From an optimization exercise on the open Yosys and OpenROAD flow, aimed at small area and a short achievable clock period; shortcuts taken in it are not production practice. In this exercise RTL edits were held to simulation tests only and were not proved equivalent to the original. Power and IR drop assume default switching activity.

==> run a <==
==> flow/design.v <==
package l2_pkg;
    typedef logic [16-1:0] addr_t;
    typedef logic [64-1:0] line_t;
    typedef logic [$clog2(16)-1:0] set_idx_t;
    typedef logic [16-$clog2(16)-1:0] tag_t;
    typedef logic [$clog2(4)-1:0] way_idx_t;
    typedef logic [$clog2(4)-1:0] age_t;       
    typedef logic [$clog2(4)-1:0] mshr_idx_t;
    typedef enum logic [1:0] {
        FILL_IDLE,
        FILL_READ,
        FILL_INSTALL
    } fill_state_t;
    typedef enum logic [1:0] {
        WB_IDLE,
        WB_SEND,
        WB_WAIT_RESP
    } wb_state_t;
endpackage
`timescale 1ns/1ps
module l2_way_slice (
    input  logic                  clock,
    input  logic                  reset,
    input  logic [16-1:0] rd_oh,
    output l2_pkg::tag_t          rd_tag,
    output logic                  rd_vld,
    output logic                  rd_drt,
    input  logic [16-1:0] la_oh,
    output l2_pkg::line_t         rd_data,
    input  logic                  wr_en,
    input  l2_pkg::line_t         wr_data,
    input  l2_pkg::tag_t          wr_tag,
    input  logic                  wr_dirty
);
    localparam int SETS = 16;
    l2_pkg::line_t   data_mem [SETS];
    l2_pkg::tag_t    tag_mem  [SETS];
    logic [SETS-1:0] valid_bits;
    logic [SETS-1:0] dirty_bits;
    always_comb begin
        rd_tag  = '0;
        rd_vld  = 1'b0;
        rd_drt  = 1'b0;
        rd_data = '0;
        for (int s = 0; s < SETS; s++) begin
            rd_tag  = rd_tag  | (tag_mem[s] & {(16-$clog2(16)){rd_oh[s]}});
            rd_vld  = rd_vld  | (valid_bits[s] & rd_oh[s]);
            rd_drt  = rd_drt  | (dirty_bits[s] & rd_oh[s]);
            rd_data = rd_data | (data_mem[s] & {64{la_oh[s]}});
        end
    end
    always_ff @(posedge clock) begin
        if (reset) begin
            valid_bits <= '0;
        end else begin
            for (int s = 0; s < SETS; s++)
                if (wr_en && la_oh[s]) valid_bits[s] <= 1'b1;
        end
    end
    always_ff @(posedge clock) begin
        for (int s = 0; s < SETS; s++)
            if (wr_en && la_oh[s]) begin
                data_mem[s]   <= wr_data;
                tag_mem[s]    <= wr_tag;
                dirty_bits[s] <= wr_dirty;
            end
    end
endmodule
`timescale 1ns/1ps
module l2_cache (
    input  logic          clock,
    input  logic          reset,
    input  logic          req_valid,
    input  logic          req_write,
    input  l2_pkg::addr_t req_addr,
    input  l2_pkg::line_t req_data,
    output logic          resp_valid,
    output l2_pkg::addr_t resp_addr,
    output l2_pkg::line_t resp_data,
    output logic          busy,
    output logic          ar_valid,
    input  logic          ar_ready,
    output l2_pkg::addr_t ar_addr,
    input  logic          r_valid,
    output logic          r_ready,
    input  l2_pkg::line_t r_data,
    output logic          aw_valid,
    input  logic          aw_ready,
    output l2_pkg::addr_t aw_addr,
    output logic          w_valid,
    input  logic          w_ready,
    output l2_pkg::line_t w_data,
    input  logic          b_valid,
    output logic          b_ready
);
    localparam int WAYS  = 4;
    localparam int SETS  = 16;
    localparam int SB    = $clog2(16);
    localparam int TB    = 16 - SB;
    localparam int NM    = 4;
    localparam int LB    = 64;
    logic          lk_valid, hold_valid, q_write;
    l2_pkg::addr_t q_addr;
    l2_pkg::line_t q_data;
    logic [1:0]    fill_state;           
    l2_pkg::line_t fill_line;
    logic [5:0]      lru [SETS];
    l2_pkg::addr_t   la;                 
    logic [SETS-1:0] la_oh;              
    logic [WAYS-1:0] rd_hit_w;           
    logic [1:0]      rd_victim;          
    logic [TB-1:0]   rd_vtag;            
    logic            rd_vdirty;          
    logic [NM-1:0] entry_valid, sent;
    l2_pkg::addr_t addrs [NM];
    logic [1:0]    free_idx, issue_idx, wait_idx;
    logic [1:0]    wb_state;             
    logic          busy_q, pend_q, rdy_q, arv_q;
    l2_pkg::addr_t ara_q;
    logic fill_busy, fill_read, fill_install, reissue, start, buffer_busy;
    assign fill_busy    = fill_state[0] | fill_state[1];
    assign fill_read    = fill_state[0];
    assign fill_install = fill_state[1];
    assign buffer_busy  = wb_state[0] | wb_state[1];
    assign b_ready      = wb_state[1];
    assign reissue      = hold_valid && !lk_valid && !pend_q && !fill_busy;
    assign start        = req_valid || reissue;
    assign busy         = busy_q;
    assign r_ready      = !req_valid && rdy_q;
    assign ar_valid     = arv_q;
    assign ar_addr      = ara_q;
    l2_pkg::addr_t head_addr;
    assign head_addr = addrs[wait_idx];
    l2_pkg::addr_t   rd_addr;
    logic [SETS-1:0] rd_oh;
    logic            rd_ld;
    assign rd_addr = fill_read ? head_addr : (hold_valid ? q_addr : req_addr);
    assign rd_ld   = !(lk_valid || fill_install);
    always_comb
        for (int s = 0; s < SETS; s++) rd_oh[s] = (rd_addr[SB-1:0] == SB'(s));
    logic [WAYS-1:0][TB-1:0] a_tag;
    logic [WAYS-1:0] a_vld, a_drt, a_hit;
    logic [5:0]      a_lru;
    logic [1:0]      a_victim;
    logic [TB-1:0]   a_vtag;
    logic            a_vdirty;
    always_comb begin
        a_lru = '0;
        for (int s = 0; s < SETS; s++) a_lru = a_lru | (lru[s] & {6{rd_oh[s]}});
        for (int w = 0; w < WAYS; w++)
            a_hit[w] = a_vld[w] && (a_tag[w] == rd_addr[16-1:SB]);
        a_victim = 2'd0;
        if ( a_lru[0] && !a_lru[3] && !a_lru[4]) a_victim = 2'd1;
        if ( a_lru[1] &&  a_lru[3] && !a_lru[5]) a_victim = 2'd2;
        if ( a_lru[2] &&  a_lru[4] &&  a_lru[5]) a_victim = 2'd3;
        a_vtag   = a_tag[a_victim];
        a_vdirty = a_vld[a_victim] && a_drt[a_victim];
    end
    logic [SB-1:0] set;
    logic [TB-1:0] ctag;
    assign set  = la[SB-1:0];
    assign ctag = la[16-1:SB];
    logic [1:0] hit_way, way_sel;
    logic       hit_any, need_wb;
    always_comb begin
        hit_way = 2'd0;
        for (int w = 0; w < WAYS; w++)
            if (rd_hit_w[w]) hit_way = 2'(w);
    end
    assign hit_any = |rd_hit_w;
    assign way_sel = hit_any ? hit_way : rd_victim;
    assign need_wb = !hit_any && rd_vdirty;
    logic [WAYS-1:0] way_oh;
    l2_pkg::line_t   rdata [WAYS];
    l2_pkg::line_t   sel_data;
    always_comb begin
        for (int w = 0; w < WAYS; w++)
            way_oh[w] = (way_sel == 2'(w));
        sel_data = '0;
        for (int w = 0; w < WAYS; w++)
            sel_data = sel_data | (rdata[w] & {LB{way_oh[w]}});
    end
    logic install, push, pop, wb_start, lk_done, to_hold, resp_fire, rd_hit;
    always_comb begin
        install   = 1'b0;
        push      = 1'b0;
        pop       = 1'b0;
        wb_start  = 1'b0;
        lk_done   = 1'b0;
        to_hold   = 1'b0;
        resp_fire = 1'b0;
        rd_hit    = 1'b0;
        if (fill_install) begin
            if (!(need_wb && buffer_busy)) begin
                install   = 1'b1;
                pop       = 1'b1;
                wb_start  = need_wb;
                resp_fire = 1'b1;
            end
        end else if (lk_valid) begin
            if (pend_q) begin
                to_hold = 1'b1;
                lk_done = 1'b1;
            end else if (q_write) begin
                if (!(need_wb && buffer_busy)) begin
                    install   = 1'b1;
                    wb_start  = need_wb;
                    resp_fire = 1'b1;
                    lk_done   = 1'b1;
                end
            end else if (hit_any) begin
                rd_hit    = 1'b1;
                resp_fire = 1'b1;
                lk_done   = 1'b1;
            end else if (!buffer_busy) begin
                push    = 1'b1;
                lk_done = 1'b1;
            end
        end
    end
    l2_pkg::line_t wr_data;
    assign wr_data = fill_busy ? fill_line : q_data;
    for (genvar w = 0; w < WAYS; w++) begin : g_way
        l2_way_slice u_way (
            .clock, .reset,
            .rd_oh,
            .rd_tag   (a_tag[w]),
            .rd_vld   (a_vld[w]),
            .rd_drt   (a_drt[w]),
            .la_oh,
            .rd_data  (rdata[w]),
            .wr_en    (install && way_oh[w]),
            .wr_data,
            .wr_tag   (ctag),
            .wr_dirty (!fill_busy)
        );
    end
    logic          lk_valid_n, hold_valid_n;
    logic [1:0]    fill_state_n;
    logic [NM-1:0] ev_n, sent_n, ev_kept;
    logic [1:0]    free_idx_n, issue_idx_n, wait_idx_n;
    l2_pkg::addr_t q_addr_n;
    logic          ar_fire, pend_n, full_n, empty_n;
    l2_pkg::addr_t addrs_n [NM];
    assign ar_fire = arv_q && ar_ready;
    assign q_addr_n = busy_q ? q_addr : req_addr;
    always_comb begin
        lk_valid_n   = start ? 1'b1 : (lk_done ? 1'b0 : lk_valid);
        hold_valid_n = to_hold ? 1'b1 : (reissue ? 1'b0 : hold_valid);
        fill_state_n = fill_state;
        case (fill_state)
            2'd0:    if (r_valid && r_ready) fill_state_n = 2'd1;
            2'd1:    fill_state_n = 2'd2;
            default: if (pop) fill_state_n = 2'd0;
        endcase
        ev_n    = entry_valid;
        sent_n  = sent;
        ev_kept = entry_valid;
        if (push) ev_n[free_idx] = 1'b1;
        if (ar_fire) sent_n[issue_idx] = 1'b1;
        if (pop) begin
            ev_n[wait_idx]    = 1'b0;
            sent_n[wait_idx]  = 1'b0;
            ev_kept[wait_idx] = 1'b0;
        end
        free_idx_n  = free_idx + 2'(push);
        issue_idx_n = issue_idx + 2'(ar_fire);
        wait_idx_n  = wait_idx + 2'(pop);
        for (int i = 0; i < NM; i++) addrs_n[i] = entry_valid[i] ? addrs[i] : q_addr;
        pend_n = 1'b0;
        for (int i = 0; i < NM; i++)
            if (ev_kept[i] && addrs[i] == q_addr_n) pend_n = 1'b1;
        full_n  = ev_n[free_idx_n];
        empty_n = !ev_n[wait_idx_n];
    end
    always_ff @(posedge clock) begin
        if (reset) begin
            lk_valid    <= 1'b0;
            hold_valid  <= 1'b0;
            fill_state  <= 2'd0;
            resp_valid  <= 1'b0;
            entry_valid <= '0;
            sent        <= '0;
            free_idx    <= '0;
            issue_idx   <= '0;
            wait_idx    <= '0;
            wb_state    <= 2'd0;
            aw_valid    <= 1'b0;
            w_valid     <= 1'b0;
            busy_q      <= 1'b0;
            pend_q      <= 1'b0;
            rdy_q       <= 1'b0;
            arv_q       <= 1'b0;
            for (int s = 0; s < SETS; s++) lru[s] <= '0;
        end else begin
            resp_valid  <= resp_fire;
            lk_valid    <= lk_valid_n;
            hold_valid  <= hold_valid_n;
            fill_state  <= fill_state_n;
            entry_valid <= ev_n;
            sent        <= sent_n;
            free_idx    <= free_idx_n;
            issue_idx   <= issue_idx_n;
            wait_idx    <= wait_idx_n;
            busy_q <= lk_valid_n || hold_valid_n || full_n || (fill_state_n != 2'd0);
            pend_q <= pend_n;
            rdy_q  <= (fill_state_n == 2'd0) && !lk_valid_n && !empty_n &&
                      !(hold_valid_n && !pend_n);
            arv_q  <= ev_n[issue_idx_n] && !sent_n[issue_idx_n];
            case (wb_state)
                2'd0: begin
                    if (wb_start) begin
                        wb_state <= 2'd1;
                        aw_valid <= 1'b1;
                        w_valid  <= 1'b1;
                    end
                end
                2'd1: begin
                    if (aw_ready) aw_valid <= 1'b0;
                    if (w_ready) w_valid <= 1'b0;
                    if ((!aw_valid || aw_ready) && (!w_valid || w_ready)) wb_state <= 2'd2;
                end
                default: begin
                    if (b_valid) wb_state <= 2'd0;
                end
            endcase
            for (int s = 0; s < SETS; s++) begin
                if (resp_fire && la_oh[s]) begin
                    case (way_sel)
                        2'd0: lru[s][2:0] <= 3'b111;
                        2'd1: begin
                            lru[s][0]   <= 1'b0;
                            lru[s][4:3] <= 2'b11;
                        end
                        2'd2: begin
                            lru[s][1] <= 1'b0;
                            lru[s][3] <= 1'b0;
                            lru[s][5] <= 1'b1;
                        end
                        default: begin
                            lru[s][2] <= 1'b0;
                            lru[s][4] <= 1'b0;
                            lru[s][5] <= 1'b0;
                        end
                    endcase
                end
            end
        end
    end
    always_ff @(posedge clock) begin
        q_addr <= q_addr_n;
        if (!busy_q) begin
            q_write <= req_write;
            q_data  <= req_data;
        end
        if (!fill_busy) fill_line <= r_data;
        if (rd_ld) begin
            la        <= rd_addr;
            la_oh     <= rd_oh;
            rd_hit_w  <= a_hit;
            rd_victim <= a_victim;
            rd_vtag   <= a_vtag;
            rd_vdirty <= a_vdirty;
        end
        resp_addr <= la;
        resp_data <= rd_hit ? sel_data : wr_data;
        for (int i = 0; i < NM; i++) addrs[i] <= addrs_n[i];
        ara_q <= addrs_n[issue_idx_n];
        if (!buffer_busy) begin
            aw_addr <= {rd_vtag, set};
            w_data  <= sel_data;
        end
    end
endmodule
==> flow/run.sh <==
#!/bin/bash
# synth_recipe.tcl (not shown) runs the flow's synth.tcl, then flattens the netlist and writes it again
# the make line also repeats each setting of config.mk as NAME=value (left out here)
make -C /OpenROAD-flow-scripts/flow DESIGN_CONFIG=/design/flow/config.mk WORK_HOME=/design/flow/orfs CLKGATE_MAP_FILE= SYNTH_SCRIPT=/design/flow/synth_recipe.tcl finish
==> flow/config.mk <==
export PLATFORM = sky130hd
export DESIGN_NAME = l2_cache
export DESIGN_NICKNAME = l2_cache
export VERILOG_FILES = /design/flow/design.v
export SDC_FILE = /design/flow/constraint.sdc
export NUM_CORES = 4
export LEC_CHECK = 0
export CAP_MARGIN = 20
export CORE_MARGIN = 2
export CORE_UTILIZATION = 40
export SETUP_SLACK_MARGIN = 3.6
export SLEW_MARGIN = 20
export TNS_END_PERCENT = 5
==> flow/constraint.sdc <==
create_clock -name core_clock -period 7.0 [get_ports {clock}]
set_input_delay 1.4000 -clock core_clock [delete_from_list [all_inputs] [get_ports {clock}]]
set_output_delay 1.4000 -clock core_clock [all_outputs]
set_load 0.01 [all_outputs]
==> run b (differences from run a) <==
--- a/flow/design.v
+++ b/flow/design.v
@@ -29,5 +29,6 @@
     output l2_pkg::line_t         rd_data,
     input  logic                  wr_en,
-    input  l2_pkg::line_t         wr_data,
+    input  logic [16-1:0] dwr_en,
+    input  l2_pkg::line_t         dwr_data,
     input  l2_pkg::tag_t          wr_tag,
     input  logic                  wr_dirty
@@ -60,6 +61,7 @@
     always_ff @(posedge clock) begin
         for (int s = 0; s < SETS; s++)
+            if (dwr_en[s]) data_mem[s] <= dwr_data;
+        for (int s = 0; s < SETS; s++)
             if (wr_en && la_oh[s]) begin
-                data_mem[s]   <= wr_data;
                 tag_mem[s]    <= wr_tag;
                 dirty_bits[s] <= wr_dirty;
@@ -110,5 +112,5 @@
     logic [WAYS-1:0] rd_hit_w;           
     logic [1:0]      rd_victim;          
-    logic [TB-1:0]   rd_vtag;            
+    logic [WAYS-1:0][TB-1:0] rd_tag;     
     logic            rd_vdirty;          
     logic [NM-1:0] entry_valid, sent;
@@ -135,13 +137,18 @@
     logic [SETS-1:0] rd_oh;
     logic            rd_ld;
-    assign rd_addr = fill_read ? head_addr : (hold_valid ? q_addr : req_addr);
+    l2_pkg::addr_t   alt_addr;
+    logic [SETS-1:0] alt_oh, req_oh;
+    logic            use_alt;
+    assign use_alt = fill_read || hold_valid;
+    assign rd_addr = use_alt ? alt_addr : req_addr;
     assign rd_ld   = !(lk_valid || fill_install);
-    always_comb
-        for (int s = 0; s < SETS; s++) rd_oh[s] = (rd_addr[SB-1:0] == SB'(s));
+    always_comb begin
+        for (int s = 0; s < SETS; s++) req_oh[s] = (req_addr[SB-1:0] == SB'(s));
+        rd_oh = use_alt ? alt_oh : req_oh;
+    end
     logic [WAYS-1:0][TB-1:0] a_tag;
     logic [WAYS-1:0] a_vld, a_drt, a_hit;
     logic [5:0]      a_lru;
     logic [1:0]      a_victim;
-    logic [TB-1:0]   a_vtag;
     logic            a_vdirty;
     always_comb begin
@@ -154,5 +161,4 @@
         if ( a_lru[1] &&  a_lru[3] && !a_lru[5]) a_victim = 2'd2;
         if ( a_lru[2] &&  a_lru[4] &&  a_lru[5]) a_victim = 2'd3;
-        a_vtag   = a_tag[a_victim];
         a_vdirty = a_vld[a_victim] && a_drt[a_victim];
     end
@@ -174,10 +180,14 @@
     l2_pkg::line_t   rdata [WAYS];
     l2_pkg::line_t   sel_data;
+    logic [TB-1:0]   sel_tag;
     always_comb begin
         for (int w = 0; w < WAYS; w++)
             way_oh[w] = (way_sel == 2'(w));
         sel_data = '0;
-        for (int w = 0; w < WAYS; w++)
-            sel_data = sel_data | (rdata[w] & {LB{way_oh[w]}});
+        sel_tag  = '0;
+        for (int w = 0; w < WAYS; w++) begin
+            sel_data = sel_data | (rdata[w]  & {LB{way_oh[w]}});
+            sel_tag  = sel_tag  | (rd_tag[w] & {TB{way_oh[w]}});
+        end
     end
     logic install, push, pop, wb_start, lk_done, to_hold, resp_fire, rd_hit;
@@ -221,4 +231,5 @@
     l2_pkg::line_t wr_data;
     assign wr_data = fill_busy ? fill_line : q_data;
+    logic [WAYS-1:0][SETS-1:0] dwr_q;
     for (genvar w = 0; w < WAYS; w++) begin : g_way
         l2_way_slice u_way (
@@ -231,5 +242,6 @@
             .rd_data  (rdata[w]),
             .wr_en    (install && way_oh[w]),
-            .wr_data,
+            .dwr_en   (dwr_q[w]),
+            .dwr_data (resp_data),
             .wr_tag   (ctag),
             .wr_dirty (!fill_busy)
@@ -360,7 +372,12 @@
             rd_hit_w  <= a_hit;
             rd_victim <= a_victim;
-            rd_vtag   <= a_vtag;
+            rd_tag    <= a_tag;
             rd_vdirty <= a_vdirty;
         end
+        for (int w = 0; w < WAYS; w++)
+            dwr_q[w] <= (install && way_oh[w]) ? la_oh : '0;
+        alt_addr <= (fill_state_n == 2'd1) ? head_addr : q_addr_n;
+        for (int s = 0; s < SETS; s++)
+            alt_oh[s] <= (((fill_state_n == 2'd1) ? head_addr[SB-1:0] : q_addr_n[SB-1:0]) == SB'(s));
         resp_addr <= la;
         resp_data <= rd_hit ? sel_data : wr_data;
@@ -368,5 +385,5 @@
         ara_q <= addrs_n[issue_idx_n];
         if (!buffer_busy) begin
-            aw_addr <= {rd_vtag, set};
+            aw_addr <= {sel_tag, set};
             w_data  <= sel_data;
         end
- CTS_CLUSTER_DIAMETER: unset -> 80
- CTS_CLUSTER_SIZE: unset -> 30
- TNS_END_PERCENT: 5 -> 30
==> summary of the runs <==
- Against run b, the sequential cell count of run a is lower by 132.
- Between run b and run a, the lower sequential share of layout area is in run a (gap 2.7 points).
- Against run b, the clock-buffer cell count of run a is higher by 379.
- Of run b and run a, run b has the higher setup slack (gap 750 ps).
- Of run b and run a, run a has the higher total power (gap about 12%, measured against run a).
- Against run a, the area after synthesis of run b is higher by 2.9%.
- Of run b and run a, run b has the higher final cell count (gap 0.81%, measured against run a).
- Via count: run b is higher than run a (about 0.8%).

==> static timing again, ports no longer ideal <==
Ports are ideal in the flow. The routed layouts listed here were re-timed in OpenROAD.
Step 1 sets driving cells, clkbuf_16 on the clock port and buf_2 on the other inputs (assumed; they add their load-dependent delay and slew).
Step 2 adds t to the input delays and takes it off the output delays; t is the mean of the earliest and latest rising clock arrival at the registers after step 1. Input paths then give back, and output paths get back, about the clock's delay inside the block.
Slacks: no drivers / after step 1 / after step 2; pairs: no drivers / after step 1.
| run | t, ns | slack for setup (ns) | hold WS [ns] | worst slew at a driven data input, ns |
|---|---|---|---|---|
| run a | 1.210 | 2.745 / 2.745 / 1.657 | 0.374 / 0.374 / 0.374 | 0.08 |
| run b | 1.132 | 3.495 / 3.388 / 2.361 | 0.476 / 0.476 / 0.476 | 0.24 |
After both steps every run listed still meets setup and hold. For run b, which loses most, drivers alone change the setup slack by -0.107 ns; drivers and shift together by -1.134 ns.
